This design comes from an exercise in tuning for small area and a short achievable clock period on the open sky130 flow, not from production work.
Only simulation tests tie the RTL to the original design; equivalence was not proved.
No activity file was given, so power comes from the tool's default toggle rates.

## harbor
## scratchpad_mem
module scratchpad_mem (
  input  logic                            clk,
  input  logic                            rst_n,
  input  logic                            ld_addr_valid,
  output logic                            ld_addr_ready,
  input  logic [2+16-1:0] ld_addr_data,
  output logic                            ld_data_valid,
  input  logic                            ld_data_ready,
  output logic [2+32-1:0] ld_data_data,
  output logic                            ld_done_valid,
  input  logic                            ld_done_ready,
  output logic [2-1:0]            ld_done_data,
  input  logic                            st_addr_valid,
  output logic                            st_addr_ready,
  input  logic [2+16-1:0] st_addr_data,
  input  logic                            st_data_valid,
  output logic                            st_data_ready,
  input  logic [2+32-1:0] st_data_data,
  output logic                            st_done_valid,
  input  logic                            st_done_ready,
  output logic [2-1:0]            st_done_data,
  output logic                            error_valid,
  output logic [15:0]                     error_code
);
Size: ~5000 cells after synthesis.
clock: 5.5 ns
lec_check: 0
cap_margin: 20
core_margin: 2
core_utilization: 40
setup_slack_margin: 1.5
slew_margin: 20
synth_hierarchical: 1
run.sh (not shown) runs the stock make flow with config.mk's settings and CLKGATE_MAP_FILE= SYNTH_SCRIPT=/design/flow/synth_recipe.tcl, a recipe that flattens the netlist after the stock synthesis.
> inputs changed (harbor -> cedar)
--- a/flow/config.mk
+++ b/flow/config.mk
@@ -9,4 +9,7 @@
 export CORE_MARGIN = 2
 export CORE_UTILIZATION = 40
+export CTS_BUF_LIST = sky130_fd_sc_hd__clkbuf_8
+export CTS_CLUSTER_DIAMETER = 60
+export CTS_CLUSTER_SIZE = 16
 export SETUP_SLACK_MARGIN = 1.5
 export SLEW_MARGIN = 20
### Flow results
Slack of the critical path delta for cedar relative to harbor: 0.046 ns lower. Looking at clock insertion delay at the later pin of the skew report across cedar and harbor, the one that comes out higher is cedar. harbor → cedar: data arrival at the endpoint of the critical path picked up an extra 0.04 ns; met2 global-route usage now smaller; achievable frequency down about 1%; overall power consumption moved down. Looking at fraction of layout instances using a drive strength above 1, cedar sits below harbor. Side by side, combinational cell fraction of total power turned out higher in cedar than in harbor. In the final reports, the cell area of cedar is smaller than that of harbor. Post-layout utilization of the core in cedar is 2.1 points lower than in harbor.
What tundra does differently from cedar at the input level:
--- a/flow/config.mk
+++ b/flow/config.mk
@@ -9,7 +9,5 @@
 export CORE_MARGIN = 2
 export CORE_UTILIZATION = 40
-export CTS_BUF_LIST = sky130_fd_sc_hd__clkbuf_8
-export CTS_CLUSTER_DIAMETER = 60
-export CTS_CLUSTER_SIZE = 16
+export CTS_BUF_LIST = sky130_fd_sc_hd__clkbuf_4 sky130_fd_sc_hd__clkbuf_8
 export SETUP_SLACK_MARGIN = 1.5
 export SLEW_MARGIN = 20
Findings:
In the tables for cedar and tundra, critical path depth reads higher with cedar.
Delta (tundra minus cedar): overall routed net length increased 4.1 mm; cell area power density increased about 13%; combinational power share decreased 1.5 points.
The standby leakage power in tundra is 1.06 times that in cedar.
Compared with cedar, tundra shows a higher total power of the final layout.
The maximum clock frequency of tundra is higher than that of cedar.
The transition time of the tightest slew-check pin reported for tundra is smaller than that of cedar by 0.038 ns.
[inputs] amber vs tundra
--- a/flow/config.mk
+++ b/flow/config.mk
@@ -9,5 +9,7 @@
 export CORE_MARGIN = 2
 export CORE_UTILIZATION = 40
-export CTS_BUF_LIST = sky130_fd_sc_hd__clkbuf_4 sky130_fd_sc_hd__clkbuf_8
+export CTS_BUF_LIST = sky130_fd_sc_hd__clkbuf_16
+export CTS_CLUSTER_DIAMETER = 80
+export CTS_CLUSTER_SIZE = 30
 export SETUP_SLACK_MARGIN = 1.5
 export SLEW_MARGIN = 20
==> summary.txt <==
Per the comparison of amber with tundra, overall routing resource usage -0.60 points; area of combinational cells with multiple inputs about even. The run showing the greater power is tundra.

========
Setup of run A:
scratchpad_mem, a different RTL version from the one above (not shown whole).
Size in the first run: roughly 2600 flip-flops, ~140 I/O pins, roughly 95000 um^2 of cells after synthesis.
clock: 5.5 ns
lec_check: 0
cap_margin: 20
core_margin: 2
core_utilization: 40
cts_buf_list: sky130_fd_sc_hd__clkbuf_8
cts_cluster_diameter: 60
cts_cluster_size: 16
place_density: 0.7
setup_slack_margin: 1.5
slew_margin: 20
synth_hierarchical: 1
Modified inputs, run B compared to run A
Settings: SETUP_SLACK_MARGIN: 1.5 -> 1.3; PLACE_DENSITY: 0.7 -> unset.
### Flow results
- Run B went all the way through the flow, and no timing, DRC or antenna check failed.
- Against run A, final critical-path required period in run B came out better.
- Run B vs. run A: wire length of the first global-routing pass rose by 8600 um, utilization after layout went up by 0.52 points, clock-pin slew reported for the worst setup and hold paths after clock tree synthesis saw little to no change, layout overhead on the synthesized area rose by 1.3 points, length of routed wiring on met1 climbed about 12%.
- From run A to run B the numbers moved as follows: total power draw rose by 1.7%, tightest hold margin rose by 17 ps, routed wire length rose by 1.6%, final cycle utilization of the critical path fell by 0.80 points.
Changes in run C relative to run B:
Settings: SETUP_SLACK_MARGIN changed from 1.3 to 1.2.
==> comparison <==
No stage failed in run B, and the final checks on the layout all came back clean.
Run C finished end to end and its layout was clean on timing, DRC and antenna.
The tap cell count was comparable across run C and run B.
When the final numbers for run C and run B were put side by side, the instance count after placement with tap cells included turned out to be smaller in run C.
Run C against run B: routed metal-1 wire length has decreased; global routing usage on met3 has remained practically unchanged.
What run D does differently from run C at the input level:
Settings: PLACE_DENSITY now 0.7, previously not set.
==> summary.txt <==
- Relative to run C, number of cells on the worst reg-to-reg path increased by 1 in run D.
- Across both runs, number of antenna violations at the first check in global routing was lower for run D than for run C.
- Between run D and run C, it is run D whose number of inserted diodes is lower, by 8.
- Going from run C to run D, full die area was more or less identical, global-route wire length before repair went down by about 3.3%.
- Data-path buffer share of cell area in the final layout (lower): run C

========
## alpha
Starting RTL as in the previous note.
==> flow/design.v (excerpt) <==
module scratchpad_mem (
  input  logic                            clk,
  input  logic                            rst_n,
  input  logic                            ld_addr_valid,
  output logic                            ld_addr_ready,
  input  logic [2+16-1:0] ld_addr_data,
  output logic                            ld_data_valid,
  input  logic                            ld_data_ready,
  output logic [2+32-1:0] ld_data_data,
  output logic                            ld_done_valid,
  input  logic                            ld_done_ready,
  output logic [2-1:0]            ld_done_data,
  input  logic                            st_addr_valid,
  output logic                            st_addr_ready,
  input  logic [2+16-1:0] st_addr_data,
  input  logic                            st_data_valid,
  output logic                            st_data_ready,
  input  logic [2+32-1:0] st_data_data,
  output logic                            st_done_valid,
  input  logic                            st_done_ready,
  output logic [2-1:0]            st_done_data,
  output logic                            error_valid,
  output logic [15:0]                     error_code
);
make LEC_CHECK=0 CAP_MARGIN=20 CORE_MARGIN=2 CORE_UTILIZATION=50 CTS_BUF_LIST=sky130_fd_sc_hd__clkbuf_8 CTS_CLUSTER_DIAMETER=60 CTS_CLUSTER_SIZE=16 SETUP_SLACK_MARGIN=1.2 SLEW_MARGIN=20 SYNTH_HIERARCHICAL=1 finish   # period 5.5 ns
No stage failed in alpha, and the final checks on the layout all came back clean.
### alpha -> beta
--- a/flow/config.mk
+++ b/flow/config.mk
@@ -8,9 +8,9 @@
 export CAP_MARGIN = 20
 export CORE_MARGIN = 2
-export CORE_UTILIZATION = 50
+export CORE_UTILIZATION = 40
 export CTS_BUF_LIST = sky130_fd_sc_hd__clkbuf_8
 export CTS_CLUSTER_DIAMETER = 60
 export CTS_CLUSTER_SIZE = 16
-export SETUP_SLACK_MARGIN = 1.2
+export SETUP_SLACK_MARGIN = 1.0
 export SLEW_MARGIN = 20
 export SYNTH_HIERARCHICAL = 1
Findings:
beta went all the way through the flow, and no timing, DRC or antenna check failed. Compared with alpha, in beta number of nets in the final layout stayed essentially flat, count of nets left with antenna violations after detail routing held steady, overall die width grew by 12%, via total after detailed routing +188. Measured against each other, beta and alpha differ in slew at the pin closest to its max-slew limit, the higher figure coming from alpha. Relative to alpha, met3 routed wirelength has increased by 180 um in beta. Count of buffer and inverter cells on the critical path ended up 1 lower on beta than on alpha. In beta, the end-of-flow core utilization came out 12 points below the value in alpha. For the worst slew slack as a fraction of its limit, beta came in 9.4 points higher than alpha did.
## Diff of input files: gamma against beta
--- a/flow/config.mk
+++ b/flow/config.mk
@@ -12,5 +12,5 @@
 export CTS_CLUSTER_DIAMETER = 60
 export CTS_CLUSTER_SIZE = 16
-export SETUP_SLACK_MARGIN = 1.0
+export SETUP_SLACK_MARGIN = 1.5
 export SLEW_MARGIN = 20
 export SYNTH_HIERARCHICAL = 1
[summary]
Est. power | gamma vs beta | gamma higher
gamma reports a higher setup slack than beta does.
In the metrics for gamma and beta, the one carrying the higher final period utilization is beta.
Per the comparison of gamma with beta, antenna cell count moved down; total clock buffers created by CTS moved up; first-pass GRT wire length moved up; multi-input combinational area share moved up; share of total power in the clock network moved up.
In terms of clock insertion delay at the later pin of the skew report, beta and gamma differ only marginally.
Where relative slew slack is concerned, beta is better than gamma.
Inputs modified between gamma and delta:
--- a/flow/config.mk
+++ b/flow/config.mk
@@ -11,6 +11,6 @@
 export CTS_BUF_LIST = sky130_fd_sc_hd__clkbuf_8
 export CTS_CLUSTER_DIAMETER = 60
-export CTS_CLUSTER_SIZE = 16
-export SETUP_SLACK_MARGIN = 1.5
+export CTS_CLUSTER_SIZE = 18
+export SETUP_SLACK_MARGIN = 1.2
 export SLEW_MARGIN = 20
 export SYNTH_HIERARCHICAL = 1
For non-clock buffer count, dividing the value from gamma by the value from delta gives 1.12.
There was hardly any difference in delay of the slowest cell on the worst path between delta and gamma.
Between gamma and delta, the total instance count after detailed placement is higher for gamma.
According to the power report, total power for delta is lower than for gamma.
Min layout net count across gamma and delta: delta
Looking at largest driver fanout on the critical path across gamma and delta, the one that comes out higher is gamma.
The standard cells in delta occupy less silicon area than those in gamma do.
In delta the final period demand of the worst path turned out 3.5 ps lower than in gamma.

## port drivers added, routing unchanged
The flow's constraints put no driver on any port. The routed layouts listed below were extracted and timed again, unchanged, in two steps. Step 1: set_driving_cell puts a clkbuf_16 on clk and a buf_2 on each other input, an assumption about the parent block. Step 2 also shifts input and output timing later by t, the mid clock arrival at the registers, as if the neighbouring blocks saw the same clock. Slacks: ideal ports / drivers / drivers and shift; pairs: ideal ports / drivers.
run	t, ns	setup WS [ns]	latest minus earliest clock arrival (ns)	pins driven straight from the clock port
harbor	0.984	0.903 / 0.806 / 0.806	0.104 / 0.104	1
cedar	1.052	0.857 / 0.727 / 0.727	0.091 / 0.091	1
tundra	1.119	0.957 / 0.894 / 0.894	0.100 / 0.100	1
amber	0.905	0.830 / 0.787 / 0.787	0.069 / 0.069	1
run A	1.074	1.095 / 1.032 / 1.032	0.077 / 0.077	1
run B	1.085	1.139 / 1.075 / 1.075	0.089 / 0.088	1
run C	1.040	1.124 / 1.069 / 1.069	0.088 / 0.089	1
run D	1.075	0.919 / 0.859 / 0.859	0.069 / 0.069	1
alpha	1.046	1.096 / 1.036 / 1.036	0.061 / 0.061	1
beta	1.082	0.854 / 0.820 / 0.820	0.076 / 0.076	1
gamma	1.081	1.133 / 1.060 / 1.060	0.087 / 0.088	1
delta	1.055	1.136 / 1.081 / 1.081	0.077 / 0.078	1
After both steps setup and hold are still met in every run listed. The setup slack of cedar, which loses most, moves by -0.130 ns with the drivers and by -0.130 ns with both steps.
